From an optimization exercise on the open Yosys and OpenROAD flow, aimed at a short achievable clock period and few clock cycles per item; shortcuts taken in it are not production practice. Only simulation tests tie the RTL to the original design; equivalence was not proved.

==> job 9139: inputs <==
==> flow/design.v <==
`default_nettype none
package mipsPkg;
	localparam int DataWidth = 32;
	localparam int RegAddrWidth = 5;
	localparam int RegCount = 32;
	localparam int ShamtWidth = 5;
	localparam int OpcodeMsb = 31;
	localparam int OpcodeLsb = 26;
	localparam int RsMsb = 25;
	localparam int RsLsb = 21;
	localparam int RtMsb = 20;
	localparam int RtLsb = 16;
	localparam int RdMsb = 15;
	localparam int RdLsb = 11;
	localparam int ShamtMsb = 10;
	localparam int ShamtLsb = 6;
	localparam int FunctMsb = 5;
	localparam int FunctLsb = 0;
	localparam int ImmMsb = 15;
	localparam int ImmLsb = 0;
	typedef logic [DataWidth-1:0] word_t;
	typedef logic [RegAddrWidth-1:0] regAddr_t;
	localparam logic [5:0] OpRType = 6'b000000;
	localparam logic [5:0] OpAddi  = 6'b001000;
	localparam logic [5:0] FnSll = 6'b000000;
	localparam logic [5:0] FnSrl = 6'b000010;
	localparam logic [5:0] FnSra = 6'b000011;
	localparam logic [5:0] FnAdd = 6'b100000;
	localparam logic [5:0] FnSub = 6'b100010;
	localparam logic [5:0] FnAnd = 6'b100100;
endpackage
`default_nettype wire
`timescale 1ns/1ps
`default_nettype none
module regFile (
	input logic clk,
	input logic clear,
	input logic [mipsPkg::RegCount-1:1] selA,
	input logic [mipsPkg::RegCount-1:1] selB,
	output mipsPkg::word_t rdDataA,
	output mipsPkg::word_t rdDataB,
	input logic [mipsPkg::RegCount-1:1] wrEn,
	input mipsPkg::word_t wrData
);
	mipsPkg::word_t regs [1:mipsPkg::RegCount-1];
	always_ff @(posedge clk) begin
		for (int i = 1; i < mipsPkg::RegCount; i++) begin
			if (clear)
				regs[i] <= '0;
			else if (wrEn[i])
				regs[i] <= wrData;
		end
	end
	always_comb begin
		rdDataA = '0;
		rdDataB = '0;
		for (int i = 1; i < mipsPkg::RegCount; i++) begin
			rdDataA = rdDataA | ({mipsPkg::DataWidth{selA[i]}} & regs[i]);
			rdDataB = rdDataB | ({mipsPkg::DataWidth{selB[i]}} & regs[i]);
		end
	end
endmodule
`default_nettype wire
`timescale 1ns/1ps
`default_nettype none
module aluUnit (
	input logic selSum,
	input logic selAnd,
	input logic cin,
	input mipsPkg::word_t g,
	input mipsPkg::word_t p,
	input mipsPkg::word_t shl,
	input mipsPkg::word_t shr,
	output mipsPkg::word_t result
);
	localparam int W = mipsPkg::DataWidth;
	logic [W:0] gl [0:5];
	logic [W:0] pl [0:5];
	mipsPkg::word_t sum;
	always_comb begin
		gl[0] = {g, cin};
		pl[0] = {p, 1'b0};
		for (int l = 0; l < 5; l++) begin
			for (int i = 0; i <= W; i++) begin
				if (i >= (1 << l)) begin
					gl[l+1][i] = gl[l][i] | (pl[l][i] & gl[l][i - (1 << l)]);
					pl[l+1][i] = pl[l][i] & pl[l][i - (1 << l)];
				end else begin
					gl[l+1][i] = gl[l][i];
					pl[l+1][i] = pl[l][i];
				end
			end
		end
		sum = p ^ gl[5][W-1:0];
	end
	assign result = ({W{selSum}} & sum)
		| ({W{selAnd}} & g)
		| shl
		| shr;
endmodule
`default_nettype wire
`timescale 1ns/1ps
`default_nettype none
module shiftUnit (
	input mipsPkg::word_t value,
	input logic fill,
	input logic [3:0] selL0,
	input logic [3:0] selR0,
	input logic [3:0] sel1,
	input logic [1:0] sel2,
	output mipsPkg::word_t shl,
	output mipsPkg::word_t shr
);
	localparam int W = mipsPkg::DataWidth;
	mipsPkg::word_t l1;
	mipsPkg::word_t l2;
	mipsPkg::word_t r1;
	mipsPkg::word_t r2;
	logic [2*W-1:0] wide;
	always_comb begin
		l1 = '0;
		r1 = '0;
		for (int k = 0; k < 4; k++) begin
			l1 = l1 | ({W{selL0[k]}} & (value << k));
			wide = {{W{fill}}, value} >> k;
			r1 = r1 | ({W{selR0[k]}} & wide[W-1:0]);
		end
		l2 = '0;
		r2 = '0;
		for (int k = 0; k < 4; k++) begin
			l2 = l2 | ({W{sel1[k]}} & (l1 << (4 * k)));
			wide = {{W{fill}}, r1} >> (4 * k);
			r2 = r2 | ({W{sel1[k]}} & wide[W-1:0]);
		end
		shl = ({W{sel2[0]}} & l2) | ({W{sel2[1]}} & (l2 << 16));
		wide = {{W{fill}}, r2} >> 16;
		shr = ({W{sel2[0]}} & r2) | ({W{sel2[1]}} & wide[W-1:0]);
	end
endmodule
`default_nettype wire
`timescale 1ns/1ps
`default_nettype none
module datapath (
	input logic clk,
	input logic reset,
	input mipsPkg::word_t ir,
	input logic take,
	input logic [mipsPkg::RegCount-1:1] selA,
	input logic [mipsPkg::RegCount-1:1] selB,
	input logic fwdA,
	input logic fwdB,
	input logic [mipsPkg::RegCount-1:1] selDest,
	input mipsPkg::regAddr_t dest,
	input logic valid,
	input logic isAddi,
	input logic isShift,
	input logic isSub,
	input logic isAnd,
	input logic shiftLeft,
	input logic shiftArith,
	output logic exValid,
	output mipsPkg::regAddr_t exDest,
	output logic regWrite,
	output mipsPkg::regAddr_t regWrAddr,
	output mipsPkg::word_t regWrData
);
	localparam int W = mipsPkg::DataWidth;
	mipsPkg::word_t rdDataA;
	mipsPkg::word_t rdDataB;
	mipsPkg::word_t opA;
	mipsPkg::word_t opB;
	mipsPkg::word_t opB2;
	mipsPkg::word_t immExt;
	logic [mipsPkg::ShamtWidth-1:0] shamt;
	logic clear;
	logic [mipsPkg::RegCount-1:1] exWe;
	logic exSelSum;
	logic exSelAnd;
	logic exCin;
	logic exFill;
	logic [3:0] exSelL0;
	logic [3:0] exSelR0;
	logic [3:0] exSel1;
	logic [1:0] exSel2;
	mipsPkg::word_t exG;
	mipsPkg::word_t exP;
	mipsPkg::word_t exS;
	logic [mipsPkg::RegCount-1:1] wbWe;
	mipsPkg::word_t wbData;
	mipsPkg::word_t shl;
	mipsPkg::word_t shr;
	mipsPkg::word_t result;
	always_ff @(posedge clk)
		clear <= reset;
	regFile u_regFile (
		.clk(clk),
		.clear(clear),
		.selA(selA),
		.selB(selB),
		.rdDataA(rdDataA),
		.rdDataB(rdDataB),
		.wrEn(wbWe),
		.wrData(wbData)
	);
	assign immExt = {{(W - mipsPkg::ImmMsb - 1){ir[mipsPkg::ImmMsb]}}, ir[mipsPkg::ImmMsb:mipsPkg::ImmLsb]};
	assign shamt = ir[mipsPkg::ShamtMsb:mipsPkg::ShamtLsb];
	assign opA = fwdA ? wbData : rdDataA;
	assign opB = fwdB ? wbData : rdDataB;
	assign opB2 = isAddi ? immExt : (isSub ? ~opB : opB);
	always_ff @(posedge clk) begin
		if (reset) begin
			exValid <= 1'b0;
			exWe <= '0;
		end else begin
			exValid <= take && valid;
			exWe <= (take && valid) ? selDest : '0;
		end
		exDest <= dest;
		exSelSum <= !isShift && !isAnd;
		exSelAnd <= isAnd;
		exCin <= isSub;
		exFill <= isShift && shiftArith && opB[W-1];
		for (int k = 0; k < 4; k++) begin
			exSelL0[k] <= isShift && shiftLeft && (shamt[1:0] == 2'(k));
			exSelR0[k] <= isShift && !shiftLeft && (shamt[1:0] == 2'(k));
			exSel1[k] <= (shamt[3:2] == 2'(k));
		end
		exSel2[0] <= !shamt[4];
		exSel2[1] <= shamt[4];
		exG <= opA & opB2;
		exP <= opA ^ opB2;
		exS <= opB;
	end
	shiftUnit u_shiftUnit (
		.value(exS),
		.fill(exFill),
		.selL0(exSelL0),
		.selR0(exSelR0),
		.sel1(exSel1),
		.sel2(exSel2),
		.shl(shl),
		.shr(shr)
	);
	aluUnit u_aluUnit (
		.selSum(exSelSum),
		.selAnd(exSelAnd),
		.cin(exCin),
		.g(exG),
		.p(exP),
		.shl(shl),
		.shr(shr),
		.result(result)
	);
	always_ff @(posedge clk) begin
		if (reset) begin
			regWrite <= 1'b0;
			wbWe <= '0;
		end else begin
			regWrite <= exValid;
			wbWe <= exWe;
		end
		wbData <= result;
		if (exValid) begin
			regWrAddr <= exDest;
			regWrData <= result;
		end
	end
endmodule
`default_nettype wire
`timescale 1ns/1ps
`default_nettype none
module controlFsm (
	input logic clk,
	input logic reset,
	input logic instrReq,
	output logic instrAck,
	input mipsPkg::word_t instr,
	input logic exValid,                           
	input mipsPkg::regAddr_t exDest,               
	output mipsPkg::word_t ir,
	output logic take,                             
	output logic [mipsPkg::RegCount-1:1] selA,     
	output logic [mipsPkg::RegCount-1:1] selB,     
	output logic fwdA,                             
	output logic fwdB,                             
	output logic [mipsPkg::RegCount-1:1] selDest,  
	output mipsPkg::regAddr_t dest,
	output logic valid,     
	output logic isAddi,
	output logic isShift,
	output logic isSub,
	output logic isAnd,
	output logic shiftLeft,
	output logic shiftArith
);
	logic reqD;
	logic reqDD;
	assign instrAck = instrReq;
	logic [5:0] opcode;
	logic [5:0] funct;
	mipsPkg::regAddr_t rs;
	mipsPkg::regAddr_t rt;
	logic dValid;
	logic dAddi;
	logic dShift;
	logic dSub;
	logic dAnd;
	mipsPkg::regAddr_t dDest;
	assign opcode = instr[mipsPkg::OpcodeMsb:mipsPkg::OpcodeLsb];
	assign funct = instr[mipsPkg::FunctMsb:mipsPkg::FunctLsb];
	assign rs = instr[mipsPkg::RsMsb:mipsPkg::RsLsb];
	assign rt = instr[mipsPkg::RtMsb:mipsPkg::RtLsb];
	always_comb begin
		dValid = 1'b0;
		dAddi = 1'b0;
		dShift = 1'b0;
		dSub = 1'b0;
		dAnd = 1'b0;
		if (opcode == mipsPkg::OpAddi) begin
			dValid = 1'b1;
			dAddi = 1'b1;
		end else if (opcode == mipsPkg::OpRType) begin
			case (funct)
				mipsPkg::FnAdd: dValid = 1'b1;
				mipsPkg::FnSub: begin dValid = 1'b1; dSub = 1'b1; end
				mipsPkg::FnAnd: begin dValid = 1'b1; dAnd = 1'b1; end
				mipsPkg::FnSll, mipsPkg::FnSrl, mipsPkg::FnSra: begin
					dValid = 1'b1;
					dShift = 1'b1;
				end
				default: dValid = 1'b0;
			endcase
		end
		dDest = dAddi ? rt : instr[mipsPkg::RdMsb:mipsPkg::RdLsb];
	end
	always_ff @(posedge clk) begin
		if (reset) begin
			reqD <= 1'b0;
			reqDD <= 1'b0;
		end else begin
			reqD <= instrReq;
			reqDD <= reqD;
		end
		ir <= instr;
		valid <= dValid;
		isAddi <= dAddi;
		isShift <= dShift;
		isSub <= dSub;
		isAnd <= dAnd;
		shiftLeft <= (funct[1:0] == 2'b00);
		shiftArith <= funct[0];
		dest <= dDest;
		fwdA <= exValid && (exDest != '0) && (exDest == rs);
		fwdB <= exValid && (exDest != '0) && (exDest == rt);
		for (int i = 1; i < mipsPkg::RegCount; i++) begin
			selA[i] <= (rs == mipsPkg::RegAddrWidth'(i));
			selB[i] <= (rt == mipsPkg::RegAddrWidth'(i));
			selDest[i] <= (dDest == mipsPkg::RegAddrWidth'(i));
		end
	end
	assign take = reqD && !reqDD;
endmodule
`default_nettype wire
`timescale 1ns/1ps
`default_nettype none
module mipsCore (
	input logic clk,
	input logic reset,
	input logic instrReq,
	input mipsPkg::word_t instr,
	output logic instrAck,
	output logic regWrite,
	output mipsPkg::regAddr_t regWrAddr,
	output mipsPkg::word_t regWrData
);
	mipsPkg::word_t ir;
	logic take;
	logic [mipsPkg::RegCount-1:1] selA;
	logic [mipsPkg::RegCount-1:1] selB;
	logic [mipsPkg::RegCount-1:1] selDest;
	mipsPkg::regAddr_t dest;
	logic valid;
	logic isAddi;
	logic isShift;
	logic isSub;
	logic isAnd;
	logic shiftLeft;
	logic shiftArith;
	logic fwdA;
	logic fwdB;
	logic exValid;
	mipsPkg::regAddr_t exDest;
	controlFsm u_controlFsm (
		.clk(clk),
		.reset(reset),
		.instrReq(instrReq),
		.instrAck(instrAck),
		.instr(instr),
		.exValid(exValid),
		.exDest(exDest),
		.ir(ir),
		.take(take),
		.selA(selA),
		.selB(selB),
		.fwdA(fwdA),
		.fwdB(fwdB),
		.selDest(selDest),
		.dest(dest),
		.valid(valid),
		.isAddi(isAddi),
		.isShift(isShift),
		.isSub(isSub),
		.isAnd(isAnd),
		.shiftLeft(shiftLeft),
		.shiftArith(shiftArith)
	);
	datapath u_datapath (
		.clk(clk),
		.reset(reset),
		.ir(ir),
		.take(take),
		.selA(selA),
		.selB(selB),
		.fwdA(fwdA),
		.fwdB(fwdB),
		.selDest(selDest),
		.dest(dest),
		.valid(valid),
		.isAddi(isAddi),
		.isShift(isShift),
		.isSub(isSub),
		.isAnd(isAnd),
		.shiftLeft(shiftLeft),
		.shiftArith(shiftArith),
		.exValid(exValid),
		.exDest(exDest),
		.regWrite(regWrite),
		.regWrAddr(regWrAddr),
		.regWrData(regWrData)
	);
endmodule
`default_nettype wire
==> flow/run.sh <==
#!/bin/bash
# synth_recipe.tcl (not shown) runs the flow's synth.tcl, then flattens the netlist and writes it again
# the make line also repeats each setting of config.mk as NAME=value (left out here)
make -C /OpenROAD-flow-scripts/flow DESIGN_CONFIG=/design/flow/config.mk WORK_HOME=/design/flow/orfs CLKGATE_MAP_FILE= SYNTH_SCRIPT=/design/flow/synth_recipe.tcl finish
==> flow/config.mk <==
export PLATFORM = sky130hd
export DESIGN_NAME = mipsCore
export DESIGN_NICKNAME = mipsCore
export VERILOG_FILES = /design/flow/design.v
export SDC_FILE = /design/flow/constraint.sdc
export NUM_CORES = 4
export LEC_CHECK = 0
export ABC_CLOCK_PERIOD_IN_PS = 2000
export CAP_MARGIN = 20
export CORE_MARGIN = 2
export CORE_UTILIZATION = 30
export PLACE_DENSITY = 0.4
export SETUP_SLACK_MARGIN = 5.0
export SLEW_MARGIN = 20
==> flow/constraint.sdc <==
create_clock -name core_clock -period 8.0 [get_ports {clk}]
set_input_delay 1.6000 -clock core_clock [delete_from_list [all_inputs] [get_ports {clk}]]
set_output_delay 1.6000 -clock core_clock [all_outputs]
set_load 0.01 [all_outputs]
==> inputs of job 9031, as changes to job 9139 <==
==> flow/design.v (replaced) <==
`default_nettype none
package mipsPkg;
	localparam int DataWidth = 32;
	localparam int RegAddrWidth = 5;
	localparam int RegCount = 32;
	localparam int ShamtWidth = 5;
	localparam int OpcodeMsb = 31;
	localparam int OpcodeLsb = 26;
	localparam int RsMsb = 25;
	localparam int RsLsb = 21;
	localparam int RtMsb = 20;
	localparam int RtLsb = 16;
	localparam int RdMsb = 15;
	localparam int RdLsb = 11;
	localparam int ShamtMsb = 10;
	localparam int ShamtLsb = 6;
	localparam int FunctMsb = 5;
	localparam int FunctLsb = 0;
	localparam int ImmMsb = 15;
	localparam int ImmLsb = 0;
	typedef logic [DataWidth-1:0] word_t;
	typedef logic [RegAddrWidth-1:0] regAddr_t;
	localparam logic [5:0] OpRType = 6'b000000;
	localparam logic [5:0] OpAddi  = 6'b001000;
	localparam logic [5:0] FnSll = 6'b000000;
	localparam logic [5:0] FnSrl = 6'b000010;
	localparam logic [5:0] FnSra = 6'b000011;
	localparam logic [5:0] FnAdd = 6'b100000;
	localparam logic [5:0] FnSub = 6'b100010;
	localparam logic [5:0] FnAnd = 6'b100100;
endpackage
`default_nettype wire
`timescale 1ns/1ps
`default_nettype none
module regFile (
	input logic clk,
	input logic clear,
	input logic [mipsPkg::RegCount-1:1] selA,
	input logic [mipsPkg::RegCount-1:1] selB,
	output mipsPkg::word_t rdDataA,
	output mipsPkg::word_t rdDataB,
	input logic [mipsPkg::RegCount-1:1] wrEn,
	input mipsPkg::word_t wrData
);
	mipsPkg::word_t regs [1:mipsPkg::RegCount-1];
	always_ff @(posedge clk) begin
		for (int i = 1; i < mipsPkg::RegCount; i++) begin
			if (clear)
				regs[i] <= '0;
			else if (wrEn[i])
				regs[i] <= wrData;
		end
	end
	always_comb begin
		rdDataA = '0;
		rdDataB = '0;
		for (int i = 1; i < mipsPkg::RegCount; i++) begin
			rdDataA = rdDataA | ({mipsPkg::DataWidth{selA[i]}} & regs[i]);
			rdDataB = rdDataB | ({mipsPkg::DataWidth{selB[i]}} & regs[i]);
		end
	end
endmodule
`default_nettype wire
`timescale 1ns/1ps
`default_nettype none
module aluUnit (
	input logic selSum,
	input logic selAnd,
	input logic selShl,
	input logic selShr,
	input logic cin,
	input mipsPkg::word_t a,
	input mipsPkg::word_t b,
	input mipsPkg::word_t shl,
	input mipsPkg::word_t shr,
	output mipsPkg::word_t result
);
	logic [mipsPkg::DataWidth:0] sum;
	assign sum = {a, 1'b1} + {b, cin};  
	assign result = ({mipsPkg::DataWidth{selSum}} & sum[mipsPkg::DataWidth:1])
		| ({mipsPkg::DataWidth{selAnd}} & (a & b))
		| ({mipsPkg::DataWidth{selShl}} & shl)
		| ({mipsPkg::DataWidth{selShr}} & shr);
endmodule
`default_nettype wire
`timescale 1ns/1ps
`default_nettype none
module shiftUnit (
	input logic fill,
	input mipsPkg::word_t value,
	input logic [1:0] amountHi,
	input mipsPkg::word_t preL,
	input mipsPkg::word_t preR,
	input logic [2:0] amountLo,
	input logic fillLo,
	output mipsPkg::word_t outPreL,
	output mipsPkg::word_t outPreR,
	output mipsPkg::word_t shl,
	output mipsPkg::word_t shr
);
	logic [2*mipsPkg::DataWidth-1:0] wideR;
	logic [2*mipsPkg::DataWidth-1:0] wideR2;
	assign outPreL = value << {amountHi, 3'b000};
	assign wideR = {{mipsPkg::DataWidth{fill}}, value} >> {amountHi, 3'b000};
	assign outPreR = wideR[mipsPkg::DataWidth-1:0];
	assign shl = preL << amountLo;
	assign wideR2 = {{mipsPkg::DataWidth{fillLo}}, preR} >> amountLo;
	assign shr = wideR2[mipsPkg::DataWidth-1:0];
endmodule
`default_nettype wire
`timescale 1ns/1ps
`default_nettype none
module datapath (
	input logic clk,
	input logic reset,
	input mipsPkg::word_t ir,
	input logic take,
	input logic [mipsPkg::RegCount-1:1] selA,
	input logic [mipsPkg::RegCount-1:1] selB,
	input logic [mipsPkg::RegCount-1:1] selDest,
	input mipsPkg::regAddr_t dest,
	input logic valid,
	input logic isAddi,
	input logic isShift,
	input logic isSub,
	input logic isAnd,
	input logic shiftLeft,
	input logic shiftArith,
	output logic regWrite,
	output mipsPkg::regAddr_t regWrAddr,
	output mipsPkg::word_t regWrData
);
	mipsPkg::word_t rdDataA;
	mipsPkg::word_t rdDataB;
	mipsPkg::word_t immExt;
	mipsPkg::word_t preL;
	mipsPkg::word_t preR;
	logic clear;
	logic exValid;
	logic [mipsPkg::RegCount-1:1] exWe;
	logic exSelSum;
	logic exSelAnd;
	logic exSelShl;
	logic exSelShr;
	logic exCin;
	logic exFill;
	logic [2:0] exAmountLo;
	mipsPkg::regAddr_t exDest;
	mipsPkg::word_t exA;
	mipsPkg::word_t exB;
	mipsPkg::word_t exPreL;
	mipsPkg::word_t exPreR;
	mipsPkg::word_t shl;
	mipsPkg::word_t shr;
	mipsPkg::word_t result;
	always_ff @(posedge clk)
		clear <= reset;
	regFile u_regFile (
		.clk(clk),
		.clear(clear),
		.selA(selA),
		.selB(selB),
		.rdDataA(rdDataA),
		.rdDataB(rdDataB),
		.wrEn(exWe),
		.wrData(result)
	);
	assign immExt = {{(mipsPkg::DataWidth - mipsPkg::ImmMsb - 1){ir[mipsPkg::ImmMsb]}}, ir[mipsPkg::ImmMsb:mipsPkg::ImmLsb]};
	shiftUnit u_shiftUnit (
		.fill(shiftArith && rdDataB[mipsPkg::DataWidth-1]),
		.value(rdDataB),
		.amountHi(ir[mipsPkg::ShamtMsb:mipsPkg::ShamtMsb-1]),
		.preL(exPreL),
		.preR(exPreR),
		.amountLo(exAmountLo),
		.fillLo(exFill),
		.outPreL(preL),
		.outPreR(preR),
		.shl(shl),
		.shr(shr)
	);
	always_ff @(posedge clk) begin
		if (reset) begin
			exValid <= 1'b0;
			exWe <= '0;
		end else begin
			exValid <= take && valid;
			exWe <= (take && valid) ? selDest : '0;
		end
		exSelSum <= !isShift && !isAnd;
		exSelAnd <= isAnd;
		exSelShl <= isShift && shiftLeft;
		exSelShr <= isShift && !shiftLeft;
		exCin <= isSub;
		exFill <= shiftArith && rdDataB[mipsPkg::DataWidth-1];
		exAmountLo <= ir[mipsPkg::ShamtLsb+2:mipsPkg::ShamtLsb];
		exDest <= dest;
		exA <= rdDataA;
		exB <= isAddi ? immExt : (isSub ? ~rdDataB : rdDataB);
		exPreL <= preL;
		exPreR <= preR;
	end
	aluUnit u_aluUnit (
		.selSum(exSelSum),
		.selAnd(exSelAnd),
		.selShl(exSelShl),
		.selShr(exSelShr),
		.cin(exCin),
		.a(exA),
		.b(exB),
		.shl(shl),
		.shr(shr),
		.result(result)
	);
	always_ff @(posedge clk) begin
		if (reset)
			regWrite <= 1'b0;
		else
			regWrite <= exValid;
		regWrAddr <= exDest;
		regWrData <= result;
	end
endmodule
`default_nettype wire
`timescale 1ns/1ps
`default_nettype none
module controlFsm (
	input logic clk,
	input logic reset,
	input logic instrReq,
	output logic instrAck,
	input mipsPkg::word_t instr,
	output mipsPkg::word_t ir,
	output logic take,                             
	output logic [mipsPkg::RegCount-1:1] selA,     
	output logic [mipsPkg::RegCount-1:1] selB,     
	output logic [mipsPkg::RegCount-1:1] selDest,  
	output mipsPkg::regAddr_t dest,
	output logic valid,     
	output logic isAddi,
	output logic isShift,
	output logic isSub,
	output logic isAnd,
	output logic shiftLeft,
	output logic shiftArith
);
	logic reqD;
	logic reqDD;
	assign instrAck = instrReq;
	logic [5:0] opcode;
	logic [5:0] funct;
	logic dValid;
	logic dAddi;
	logic dShift;
	logic dSub;
	logic dAnd;
	mipsPkg::regAddr_t dDest;
	assign opcode = instr[mipsPkg::OpcodeMsb:mipsPkg::OpcodeLsb];
	assign funct = instr[mipsPkg::FunctMsb:mipsPkg::FunctLsb];
	always_comb begin
		dValid = 1'b0;
		dAddi = 1'b0;
		dShift = 1'b0;
		dSub = 1'b0;
		dAnd = 1'b0;
		if (opcode == mipsPkg::OpAddi) begin
			dValid = 1'b1;
			dAddi = 1'b1;
		end else if (opcode == mipsPkg::OpRType) begin
			case (funct)
				mipsPkg::FnAdd: dValid = 1'b1;
				mipsPkg::FnSub: begin dValid = 1'b1; dSub = 1'b1; end
				mipsPkg::FnAnd: begin dValid = 1'b1; dAnd = 1'b1; end
				mipsPkg::FnSll, mipsPkg::FnSrl, mipsPkg::FnSra: begin
					dValid = 1'b1;
					dShift = 1'b1;
				end
				default: dValid = 1'b0;
			endcase
		end
		dDest = dAddi ? instr[mipsPkg::RtMsb:mipsPkg::RtLsb] : instr[mipsPkg::RdMsb:mipsPkg::RdLsb];
	end
	always_ff @(posedge clk) begin
		if (reset) begin
			reqD <= 1'b0;
			reqDD <= 1'b0;
		end else begin
			reqD <= instrReq;
			reqDD <= reqD;
		end
		ir <= instr;
		valid <= dValid;
		isAddi <= dAddi;
		isShift <= dShift;
		isSub <= dSub;
		isAnd <= dAnd;
		shiftLeft <= (funct[1:0] == 2'b00);
		shiftArith <= funct[0];
		dest <= dDest;
		for (int i = 1; i < mipsPkg::RegCount; i++) begin
			selA[i] <= (instr[mipsPkg::RsMsb:mipsPkg::RsLsb] == mipsPkg::RegAddrWidth'(i));
			selB[i] <= (instr[mipsPkg::RtMsb:mipsPkg::RtLsb] == mipsPkg::RegAddrWidth'(i));
			selDest[i] <= (dDest == mipsPkg::RegAddrWidth'(i));
		end
	end
	assign take = reqD && !reqDD;
endmodule
`default_nettype wire
`timescale 1ns/1ps
`default_nettype none
module mipsCore (
	input logic clk,
	input logic reset,
	input logic instrReq,
	input mipsPkg::word_t instr,
	output logic instrAck,
	output logic regWrite,
	output mipsPkg::regAddr_t regWrAddr,
	output mipsPkg::word_t regWrData
);
	mipsPkg::word_t ir;
	logic take;
	logic [mipsPkg::RegCount-1:1] selA;
	logic [mipsPkg::RegCount-1:1] selB;
	logic [mipsPkg::RegCount-1:1] selDest;
	mipsPkg::regAddr_t dest;
	logic valid;
	logic isAddi;
	logic isShift;
	logic isSub;
	logic isAnd;
	logic shiftLeft;
	logic shiftArith;
	controlFsm u_controlFsm (
		.clk(clk),
		.reset(reset),
		.instrReq(instrReq),
		.instrAck(instrAck),
		.instr(instr),
		.ir(ir),
		.take(take),
		.selA(selA),
		.selB(selB),
		.selDest(selDest),
		.dest(dest),
		.valid(valid),
		.isAddi(isAddi),
		.isShift(isShift),
		.isSub(isSub),
		.isAnd(isAnd),
		.shiftLeft(shiftLeft),
		.shiftArith(shiftArith)
	);
	datapath u_datapath (
		.clk(clk),
		.reset(reset),
		.ir(ir),
		.take(take),
		.selA(selA),
		.selB(selB),
		.selDest(selDest),
		.dest(dest),
		.valid(valid),
		.isAddi(isAddi),
		.isShift(isShift),
		.isSub(isSub),
		.isAnd(isAnd),
		.shiftLeft(shiftLeft),
		.shiftArith(shiftArith),
		.regWrite(regWrite),
		.regWrAddr(regWrAddr),
		.regWrData(regWrData)
	);
endmodule
`default_nettype wire
- ABC_CLOCK_PERIOD_IN_PS: 2000 -> 2500
- PLACE_DENSITY: 0.4 -> unset
- SETUP_SLACK_MARGIN: 5.0 -> 4.6
==> results.toml <==
[run_status]
status = "no timing/DRC/antenna violations"

[setup_path]
crit_end = "instrAck"
critPathMaxStageDelay_ps = 110
r2r_slack_ps = 4850

[yosys]
ys_top_cells_by_area = "dfxtp_1, mux2i_1, nor2_1"

[timing]
worst_slew_pin_slew_ps = 1364

[layout]
sh_seq_area_pct = 40.25
multi_input_cells = 4381
inverters = 47

[clock_network]
cts-buffers-inserted = 166
That was job 9139.
==> results.toml <==
[run_status]
status = "no timing/DRC/antenna violations"

[setup_path]
critPathMaxStageDelay_ps = 1230
crit_end = "u_datapath.exPreL[16]$_DFF_P_"
r2r_slack_ps = 4530

[layout]
inverters = 57
multi_input_cells = 4267

[timing]
worst_slew_pin_slew_ps = 1419

[yosys]
ys_top_cells_by_area = "dfxtp_1, a211oi_1, a22oi_1"

[clock_network]
cts-buffers-inserted = 146

[power_and_ir_drop]
pg_seq_mw = 6.68
That was job 9031.
Testbench counts of job 9139, summed over its fixed seeds: cycles 16,016, instrs 8,000.
Testbench counts of job 9031, summed over its fixed seeds: cycles 16,016, instrs 8,000.

==> afterwards: timing with drivers on the ports <==
The results above use ideal ports. As a check the final layouts listed here were re-extracted and re-timed, cells and wires unchanged. Step 1: set_driving_cell puts a clkbuf_16 on clk and a buf_2 on each other input, an assumption about the parent block. Step 2, shift: input delay + t, output delay - t, t = (earliest + latest rising clock arrival at the registers) / 2. This alone moves slack from input paths to output paths. a / b / c = ideal ports / drivers / drivers and shift; a / b = the first two.
run	shift t [ns]	setup WS [ns]	latest minus earliest clock arrival (ns)	worst register clock-pin slew, ns
job 9139	0.913	4.601 / 4.569 / 4.342	0.049 / 0.049	0.07 / 0.07
job 9031	0.899	4.528 / 4.528 / 4.048	0.079 / 0.079	0.07 / 0.07
After both steps every run listed still meets setup and hold. For job 9031, which loses most, drivers alone change the setup slack by 0.000 ns; drivers and shift together by -0.480 ns.
